Source: an optimization exercise on an open RTL-to-GDS flow (aim: small area). Production flows keep margins and buffers that such runs may drop.
At most, simulation tests tie the RTL to the original design; equivalence was not proved.
No activity file was given, so power comes from the tool's default toggle rates. No driver is modelled on the clock port, so clocking that relies on it looks cheaper here than on a real chip.

==> module payload_assembler, before the edit <==
module payload_assembler
(
    input  logic        clk,
    input  logic        reset,
    input  logic        write_i,
    input  logic        last_i,
    input  logic        mod_qpsk_i,
    input  logic        mod_qam16_i,
    input  logic [2:0]  data_cnt_i,
    input  logic        sign_i_i,
    input  logic        inner_i_i,
    input  logic        sign_q_i,
    input  logic        inner_q_i,
    input  logic        byte_ready_i,
    output logic [7:0]  byte_o,
    output logic        byte_valid_o,
    output logic        sending_o
);
    localparam int SLOTS = 3;
    localparam int RINGS = 96 / SLOTS;
    localparam int SW    = 2;
    logic [7:0]    acc_q;
    logic [7:0]    hold_q;
    logic          acc_full_q;
    logic          hold_full_q;
    logic          byte_done;
    logic          push;
    logic [7:0]    push_byte;
    logic [2:0]    pend_q;
    logic          sym_qpsk_q;
    logic          sym_qam16_q;
    logic [6:0]    rd_cnt_q;
    logic          rd_last;
    logic          rd;
    logic [SW-1:0] phase_q;
    logic [SW-1:0] phase_d;
    logic [SW-1:0] slot_q;
    logic [SW-1:0] slot_d;
    logic [SW-1:0] rd_slot_q;
    logic [SLOTS-1:0] rd_pend_q;
    logic [SLOTS-1:0] rd_pend_d;
    logic          shift_q;
    logic          shift_n_q;
    logic          shift_d;
    logic          acc_full_d;
    logic          hold_full_d;
    logic          hold_load;
    logic          byte_valid_d;
    logic          sending_d;
    logic [6:0]    rd_cnt_d;
    logic [7:0]    head [SLOTS];
    logic [7:0]    ring_q [RINGS][SLOTS];
    function automatic logic [SW-1:0] next_slot(input logic [SW-1:0] s);
        next_slot = (s == SW'(SLOTS - 1)) ? '0 : s + 1'b1;
    endfunction
    always_comb
    begin
        if (mod_qam16_i)
            byte_done = data_cnt_i[0];
        else if (mod_qpsk_i)
            byte_done = (data_cnt_i[1:0] == 2'd3);
        else
            byte_done = (data_cnt_i == 3'd7);
    end
    always_ff @(posedge clk)
    begin
        if (write_i)
        begin
            if (mod_qam16_i)
                acc_q[4*data_cnt_i[0] +: 4] <= {inner_q_i, sign_q_i, inner_i_i, sign_i_i};
            else if (mod_qpsk_i)
                acc_q[2*data_cnt_i[1:0] +: 2] <= {sign_q_i, sign_i_i};
            else
                acc_q[data_cnt_i] <= sign_i_i;
        end
    end
    assign push      = (acc_full_q || hold_full_q) && !sending_o && (phase_q == slot_q);
    assign push_byte = hold_full_q ? hold_q : acc_q;
    assign hold_load = acc_full_q && !(push && !hold_full_q) && (!hold_full_q || push);
    always_comb
    begin
        hold_full_d = hold_load || (hold_full_q && !push);
        acc_full_d  = (write_i && byte_done) || (acc_full_q && !(push && !hold_full_q) && !hold_load);
    end
    always_ff @(posedge clk)
    begin
        if (hold_load)
            hold_q <= acc_q;
    end
    always_ff @(posedge clk)
    begin
        if (last_i)
        begin
            sym_qpsk_q  <= mod_qpsk_i;
            sym_qam16_q <= mod_qam16_i;
        end
    end
    always_comb
    begin
        if (sym_qam16_q)
            rd_last = (rd_cnt_q == 7'd95);
        else if (sym_qpsk_q)
            rd_last = (rd_cnt_q == 7'd47);
        else
            rd_last = (rd_cnt_q == 7'd23);
    end
    assign rd      = sending_o && byte_ready_i;
    assign phase_d = next_slot(phase_q);
    always_comb
    begin
        byte_valid_d = rd;
        sending_d    = sending_o;
        rd_cnt_d     = rd_cnt_q;
        slot_d       = slot_q;
        if (pend_q[2])
            sending_d = 1'b1;
        if (push)
            slot_d = next_slot(slot_q);
        if (rd)
        begin
            if (rd_last)
            begin
                sending_d = 1'b0;
                rd_cnt_d  = '0;
                slot_d    = phase_d;
            end
            else
            begin
                rd_cnt_d = rd_cnt_q + 1'b1;
                slot_d   = next_slot(slot_q);
            end
        end
        for (int s = 0; s < SLOTS; s++)
            rd_pend_d[s] = (rd && slot_q == SW'(s)) || (rd_pend_q[s] && phase_q != SW'(s));
    end
    always_ff @(posedge clk)
    begin
        if (reset)
        begin
            pend_q       <= '0;
            sending_o    <= 1'b0;
            rd_cnt_q     <= '0;
            byte_valid_o <= 1'b0;
            acc_full_q   <= 1'b0;
            hold_full_q  <= 1'b0;
            phase_q      <= '0;
            slot_q       <= '0;
            rd_pend_q    <= '0;
        end
        else
        begin
            pend_q       <= {pend_q[1:0], last_i};
            sending_o    <= sending_d;
            rd_cnt_q     <= rd_cnt_d;
            byte_valid_o <= byte_valid_d;
            acc_full_q   <= acc_full_d;
            hold_full_q  <= hold_full_d;
            phase_q      <= phase_d;
            slot_q       <= slot_d;
            rd_pend_q    <= rd_pend_d;
        end
    end
    always_ff @(posedge clk)
    begin
        if (rd)
            rd_slot_q <= slot_q;
    end
    assign shift_d = ((acc_full_d || hold_full_d) && !sending_d && (phase_d == slot_d))
                   || rd_pend_d[phase_d];
    always_ff @(posedge clk)
    begin
        shift_q   <= !reset && shift_d;
        shift_n_q <= reset || !shift_d;
    end
    always_ff @(posedge clk)
    begin
        ring_q[0][SLOTS-1] <= ({8{shift_q}} & push_byte) | ({8{shift_n_q}} & ring_q[0][0]);
        for (int r = 1; r < RINGS; r++)
            ring_q[r][SLOTS-1] <= ({8{shift_q}} & ring_q[r-1][0]) | ({8{shift_n_q}} & ring_q[r][0]);
        for (int r = 0; r < RINGS; r++)
            for (int c = 0; c < SLOTS - 1; c++)
                ring_q[r][c] <= ring_q[r][c+1];
    end
    always_comb
    begin
        for (int c = 0; c < SLOTS; c++)
        begin
            if (sym_qam16_q)
                head[c] = ring_q[96 / SLOTS - 1][c];
            else if (sym_qpsk_q)
                head[c] = ring_q[48 / SLOTS - 1][c];
            else
                head[c] = ring_q[24 / SLOTS - 1][c];
        end
        byte_o = head[0];
        for (int c = 0; c < SLOTS; c++)
            if (rd_slot_q == SW'((int'(phase_q) + c) % SLOTS))
                byte_o = head[c];
    end
endmodule
==> flow/config.mk <==
export PLATFORM = sky130hd
export DESIGN_NAME = ofdm_payload_rx
export DESIGN_NICKNAME = ofdm_payload_rx
export VERILOG_FILES = /design/flow/design.v
export SDC_FILE = /design/flow/constraint.sdc
export NUM_CORES = 4
export LEC_CHECK = 0
export CAP_MARGIN = 20
export CORE_MARGIN = 2
export CORE_UTILIZATION = 60
export PLACE_DENSITY = 0.7
export SLEW_MARGIN = 20
==> flow/constraint.sdc <==
create_clock -name core_clock -period 6.0 [get_ports {clk}]
set_input_delay 1.2000 -clock core_clock [delete_from_list [all_inputs] [get_ports {clk}]]
set_output_delay 1.2000 -clock core_clock [all_outputs]
set_load 0.01 [all_outputs]
standard.sh (not shown) runs the stock make flow with config.mk's settings and CLKGATE_MAP_FILE= SYNTH_SCRIPT=/design/flow/synth_recipe.tcl, a recipe that flattens the netlist after the stock synthesis.
==> flow/flow/run.sh <==
#!/bin/bash
# Standard ORFS layout, with single-strength port buffers and a clock tree
# built from larger sink clusters without dummy loads.
set -euo pipefail
export BUFFER_PORTS_ARGS="-buffer_cell sky130_fd_sc_hd__buf_1"
export CTS_ARGS="-sink_clustering_enable -repair_clock_nets -sink_clustering_size 30 -sink_clustering_max_diameter 100 -dont_use_dummy_load"
bash standard.sh > standard.log 2>&1
==> next run, changes <==
--- a/flow/design.v
+++ b/flow/design.v
@@ -113,8 +113,11 @@
     logic          byte_valid_d;
     logic          sending_d;
     logic [6:0]    rd_cnt_d;
     logic [7:0]    head [SLOTS];
+    logic          round_q;
+    logic [7:0]    push_code;
+    logic [7:0]    rd_code;
     logic [7:0]    ring_q [RINGS][SLOTS];
     function automatic logic [SW-1:0] next_slot(input logic [SW-1:0] s);
         next_slot = (s == SW'(SLOTS - 1)) ? '0 : s + 1'b1;
     endfunction
@@ -238,11 +241,19 @@
         shift_n_q <= reset || !shift_d;
     end
     always_ff @(posedge clk)
     begin
-        ring_q[0][SLOTS-1] <= ({8{shift_q}} & push_byte) | ({8{shift_n_q}} & ring_q[0][0]);
+        if (reset)
+            round_q <= 1'b0;
+        else if (phase_q == SW'(SLOTS - 1))
+            round_q <= !round_q;
+    end
+    assign push_code = push_byte ^ {8{round_q}};
+    always_ff @(posedge clk)
+    begin
+        ring_q[0][SLOTS-1] <= ~(({8{shift_q}} | ring_q[0][0]) & ({8{shift_n_q}} | push_code));
         for (int r = 1; r < RINGS; r++)
-            ring_q[r][SLOTS-1] <= ({8{shift_q}} & ring_q[r-1][0]) | ({8{shift_n_q}} & ring_q[r][0]);
+            ring_q[r][SLOTS-1] <= ~(({8{shift_q}} | ring_q[r][0]) & ({8{shift_n_q}} | ring_q[r-1][0]));
         for (int r = 0; r < RINGS; r++)
             for (int c = 0; c < SLOTS - 1; c++)
                 ring_q[r][c] <= ring_q[r][c+1];
     end
@@ -256,12 +267,13 @@
                 head[c] = ring_q[48 / SLOTS - 1][c];
             else
                 head[c] = ring_q[24 / SLOTS - 1][c];
         end
-        byte_o = head[0];
+        rd_code = head[0];
         for (int c = 0; c < SLOTS; c++)
             if (rd_slot_q == SW'((int'(phase_q) + c) % SLOTS))
-                byte_o = head[c];
+                rd_code = head[c];
+        byte_o = rd_code ^ {8{round_q ^ (phase_q > rd_slot_q)}};
     end
 endmodule
 `timescale 1ns/1ps
 module ofdm_payload_rx
Cell count increases slightly.
Setup slack loses 0.19 ns.
Worst hold slack gains 0.037 ns.
Register-to-register slack is about the same.
Flip-flop and latch count increases by 1.
Clock skew decreases by 0.022 ns.
Wire length increases slightly.
Critical path depth stays the same.
Non-clock buffer count increases by 3.
Sequential power increases by well over a third.
Combinational power increases to 4.8 times its value.
Clock power is about the same.
Die area decreases slightly.
For the second run of this note, only the layout was checked, not whether the RTL still works.


Another version of the RTL of ofdm_payload_rx (not shown whole).
Size: ~2,000 cells after synthesis, roughly 810 flip-flops, roughly 0.024 sq mm of cells after synthesis.
==> module payload_assembler, before the edit <==
module payload_assembler
(
    input  logic        clk,
    input  logic        reset,
    input  logic        write_i,
    input  logic        last_i,
    input  logic        mod_qpsk_i,
    input  logic        mod_qam16_i,
    input  logic [2:0]  data_cnt_i,
    input  logic        sign_i_i,
    input  logic        inner_i_i,
    input  logic        sign_q_i,
    input  logic        inner_q_i,
    input  logic        byte_ready_i,
    output logic [7:0]  byte_o,
    output logic        byte_valid_o,
    output logic        sending_o
);
    localparam int BUFFER_BYTES = 96;
    logic [7:0]  acc_q;
    logic        acc_full_q;
    logic        byte_done;
    logic [2:0]  pend_q;
    logic        sym_qpsk_q;
    logic        sym_qam16_q;
    logic [6:0]  rd_cnt_q;
    logic        rd_last;
    logic        shift_d;
    logic        shift_q;
    logic        shift_n_q;
    logic        acc_full_d;
    logic        byte_valid_d;
    logic        sending_d;
    logic [6:0]  rd_cnt_d;
    logic        phase_q;
    logic [3:0]  in_a;
    logic [3:0]  in_b;
    logic [3:0]  rd_a;
    logic [3:0]  rd_b;
    logic [3:0]  buf_a_q [BUFFER_BYTES];
    logic [3:0]  buf_b_q [BUFFER_BYTES];
    always_comb
    begin
        if (mod_qam16_i)
            byte_done = data_cnt_i[0];
        else if (mod_qpsk_i)
            byte_done = (data_cnt_i[1:0] == 2'd3);
        else
            byte_done = (data_cnt_i == 3'd7);
    end
    always_ff @(posedge clk)
    begin
        if (write_i)
        begin
            if (mod_qam16_i)
                acc_q[4*data_cnt_i[0] +: 4] <= {inner_q_i, sign_q_i, inner_i_i, sign_i_i};
            else if (mod_qpsk_i)
                acc_q[2*data_cnt_i[1:0] +: 2] <= {sign_q_i, sign_i_i};
            else
                acc_q[data_cnt_i] <= sign_i_i;
        end
    end
    always_comb
    begin
        if (write_i && byte_done)
            acc_full_d = 1'b1;
        else if (!sending_o)
            acc_full_d = 1'b0;
        else
            acc_full_d = acc_full_q;
    end
    assign shift_d = byte_valid_d || (acc_full_d && !sending_d);
    always_ff @(posedge clk)
    begin
        shift_q   <= !reset && shift_d;
        shift_n_q <= reset || !shift_d;
    end
    always_ff @(posedge clk)
    begin
        if (reset)
            phase_q <= 1'b0;
        else
            phase_q <= !phase_q;
    end
    always_comb
    begin
        for (int k = 0; k < 4; k++)
        begin
            in_a[k] = (phase_q ? acc_q[2*k+1] : acc_q[2*k]) ^ phase_q;
            in_b[k] = (phase_q ? acc_q[2*k] : acc_q[2*k+1]) ^ phase_q;
        end
    end
    always_ff @(posedge clk)
    begin
        buf_a_q[0] <= ~(({4{shift_q}} & in_b) | ({4{shift_n_q}} & buf_b_q[0]));
        buf_b_q[0] <= ~(({4{shift_q}} & in_a) | ({4{shift_n_q}} & buf_a_q[0]));
        for (int i = 1; i < BUFFER_BYTES; i++)
        begin
            buf_a_q[i] <= ~(({4{shift_q}} & buf_b_q[i-1]) | ({4{shift_n_q}} & buf_b_q[i]));
            buf_b_q[i] <= ~(({4{shift_q}} & buf_a_q[i-1]) | ({4{shift_n_q}} & buf_a_q[i]));
        end
    end
    always_comb
    begin
        if (sym_qam16_q)
        begin
            rd_a = buf_a_q[95];
            rd_b = buf_b_q[95];
        end
        else if (sym_qpsk_q)
        begin
            rd_a = buf_a_q[47];
            rd_b = buf_b_q[47];
        end
        else
        begin
            rd_a = buf_a_q[23];
            rd_b = buf_b_q[23];
        end
        for (int k = 0; k < 4; k++)
        begin
            byte_o[2*k]   = (phase_q ? rd_b[k] : rd_a[k]) ^ phase_q;
            byte_o[2*k+1] = (phase_q ? rd_a[k] : rd_b[k]) ^ phase_q;
        end
    end
    always_ff @(posedge clk)
    begin
        if (last_i)
        begin
            sym_qpsk_q  <= mod_qpsk_i;
            sym_qam16_q <= mod_qam16_i;
        end
    end
    always_comb
    begin
        if (sym_qam16_q)
            rd_last = (rd_cnt_q == 7'd95);
        else if (sym_qpsk_q)
            rd_last = (rd_cnt_q == 7'd47);
        else
            rd_last = (rd_cnt_q == 7'd23);
    end
    always_comb
    begin
        byte_valid_d = sending_o && byte_ready_i;
        sending_d    = sending_o;
        rd_cnt_d     = rd_cnt_q;
        if (pend_q[2])
            sending_d = 1'b1;
        else if (sending_o && byte_ready_i)
        begin
            if (rd_last)
            begin
                sending_d = 1'b0;
                rd_cnt_d  = '0;
            end
            else
            begin
                rd_cnt_d = rd_cnt_q + 1'b1;
            end
        end
    end
    always_ff @(posedge clk)
    begin
        if (reset)
        begin
            pend_q       <= '0;
            sending_o    <= 1'b0;
            rd_cnt_q     <= '0;
            byte_valid_o <= 1'b0;
            acc_full_q   <= 1'b0;
        end
        else
        begin
            pend_q       <= {pend_q[1:0], last_i};
            sending_o    <= sending_d;
            rd_cnt_q     <= rd_cnt_d;
            byte_valid_o <= byte_valid_d;
            acc_full_q   <= acc_full_d;
        end
    end
endmodule
make LEC_CHECK=0 CAP_MARGIN=20 CORE_MARGIN=2 CORE_UTILIZATION=60 CTS_CLUSTER_DIAMETER=100 CTS_CLUSTER_SIZE=30 PLACE_DENSITY=0.7 SLEW_MARGIN=20 finish   # period 6.0 ns
run.sh (not shown) runs the stock make flow with config.mk's settings and CLKGATE_MAP_FILE= SYNTH_SCRIPT=/design/flow/synth_recipe.tcl, a recipe that flattens the netlist after the stock synthesis.
Stock flow here: none of the scripts above is used.
Edit:
--- a/flow/design.v
+++ b/flow/design.v
@@ -97,13 +97,7 @@
     logic        byte_valid_d;
     logic        sending_d;
     logic [6:0]  rd_cnt_d;
-    logic        phase_q;
-    logic [3:0]  in_a;
-    logic [3:0]  in_b;
-    logic [3:0]  rd_a;
-    logic [3:0]  rd_b;
-    logic [3:0]  buf_a_q [BUFFER_BYTES];
-    logic [3:0]  buf_b_q [BUFFER_BYTES];
+    logic [7:0]  buf_q [BUFFER_BYTES];
     always_comb
     begin
         if (mod_qam16_i)
@@ -142,51 +136,18 @@
     end
     always_ff @(posedge clk)
     begin
-        if (reset)
-            phase_q <= 1'b0;
-        else
-            phase_q <= !phase_q;
-    end
-    always_comb
-    begin
-        for (int k = 0; k < 4; k++)
-        begin
-            in_a[k] = (phase_q ? acc_q[2*k+1] : acc_q[2*k]) ^ phase_q;
-            in_b[k] = (phase_q ? acc_q[2*k] : acc_q[2*k+1]) ^ phase_q;
-        end
-    end
-    always_ff @(posedge clk)
-    begin
-        buf_a_q[0] <= ~(({4{shift_q}} & in_b) | ({4{shift_n_q}} & buf_b_q[0]));
-        buf_b_q[0] <= ~(({4{shift_q}} & in_a) | ({4{shift_n_q}} & buf_a_q[0]));
+        buf_q[0] <= ({8{shift_q}} & acc_q) | ({8{shift_n_q}} & buf_q[0]);
         for (int i = 1; i < BUFFER_BYTES; i++)
-        begin
-            buf_a_q[i] <= ~(({4{shift_q}} & buf_b_q[i-1]) | ({4{shift_n_q}} & buf_b_q[i]));
-            buf_b_q[i] <= ~(({4{shift_q}} & buf_a_q[i-1]) | ({4{shift_n_q}} & buf_a_q[i]));
-        end
+            buf_q[i] <= ({8{shift_q}} & buf_q[i-1]) | ({8{shift_n_q}} & buf_q[i]);
     end
     always_comb
     begin
         if (sym_qam16_q)
-        begin
-            rd_a = buf_a_q[95];
-            rd_b = buf_b_q[95];
-        end
+            byte_o = buf_q[95];
         else if (sym_qpsk_q)
-        begin
-            rd_a = buf_a_q[47];
-            rd_b = buf_b_q[47];
-        end
-        else
-        begin
-            rd_a = buf_a_q[23];
-            rd_b = buf_b_q[23];
-        end
-        for (int k = 0; k < 4; k++)
-        begin
-            byte_o[2*k]   = (phase_q ? rd_b[k] : rd_a[k]) ^ phase_q;
-            byte_o[2*k+1] = (phase_q ? rd_a[k] : rd_b[k]) ^ phase_q;
-        end
+            byte_o = buf_q[47];
+        else
+            byte_o = buf_q[23];
     end
     always_ff @(posedge clk)
     begin
Outcome:
- final area is higher by about 3.3%
- wire length decreases by about 4.4%
- via count is lower by about 1.7%
- hold slack gains 0.020 ns
- first-iteration DRC count came out lower by about 13%
- die area grows by 3.4%
- worst setup slack is better by 0.13 ns
- clock power came out lower by about 2%
- combinational power went down by 41%
- area after synthesis rises by 3.5%
- core utilization went down by 0.84 points
- clock-buffer cell count drops by 2
- register-to-register slack loses 0.15 ns
Function not checked in the second run of this note: the RTL went through the layout flow alone.

-- afterwards: timing with drivers on the ports --
The results above use ideal ports. As a check the final layouts listed here were re-extracted and re-timed, cells and wires unchanged.
Step 1: set_driving_cell puts a clkbuf_16 on clk and a buf_2 on each other input, an assumption about the parent block.
Step 2 times the ports against the registers' clock, not the clock port: input delays grow and output delays shrink by t, the midpoint of the rising clock arrivals with the driver on.
Three values: ideal, step 1, step 2; two values: the first two.
run | t, ns | setup WS [ns] | pins driven straight from the clock port
the first run of note 1 | 0.621 | 1.785 / 1.732 / 2.352 | 1
the second run of note 1 | 0.631 | 1.598 / 1.541 / 2.173 | 1
the first run of note 2 | 0.657 | 2.225 / 2.170 / 2.571 | 1
the second run of note 2 | 0.662 | 2.354 / 2.300 / 2.638 | 1
After both steps setup and hold are still met in every run listed.
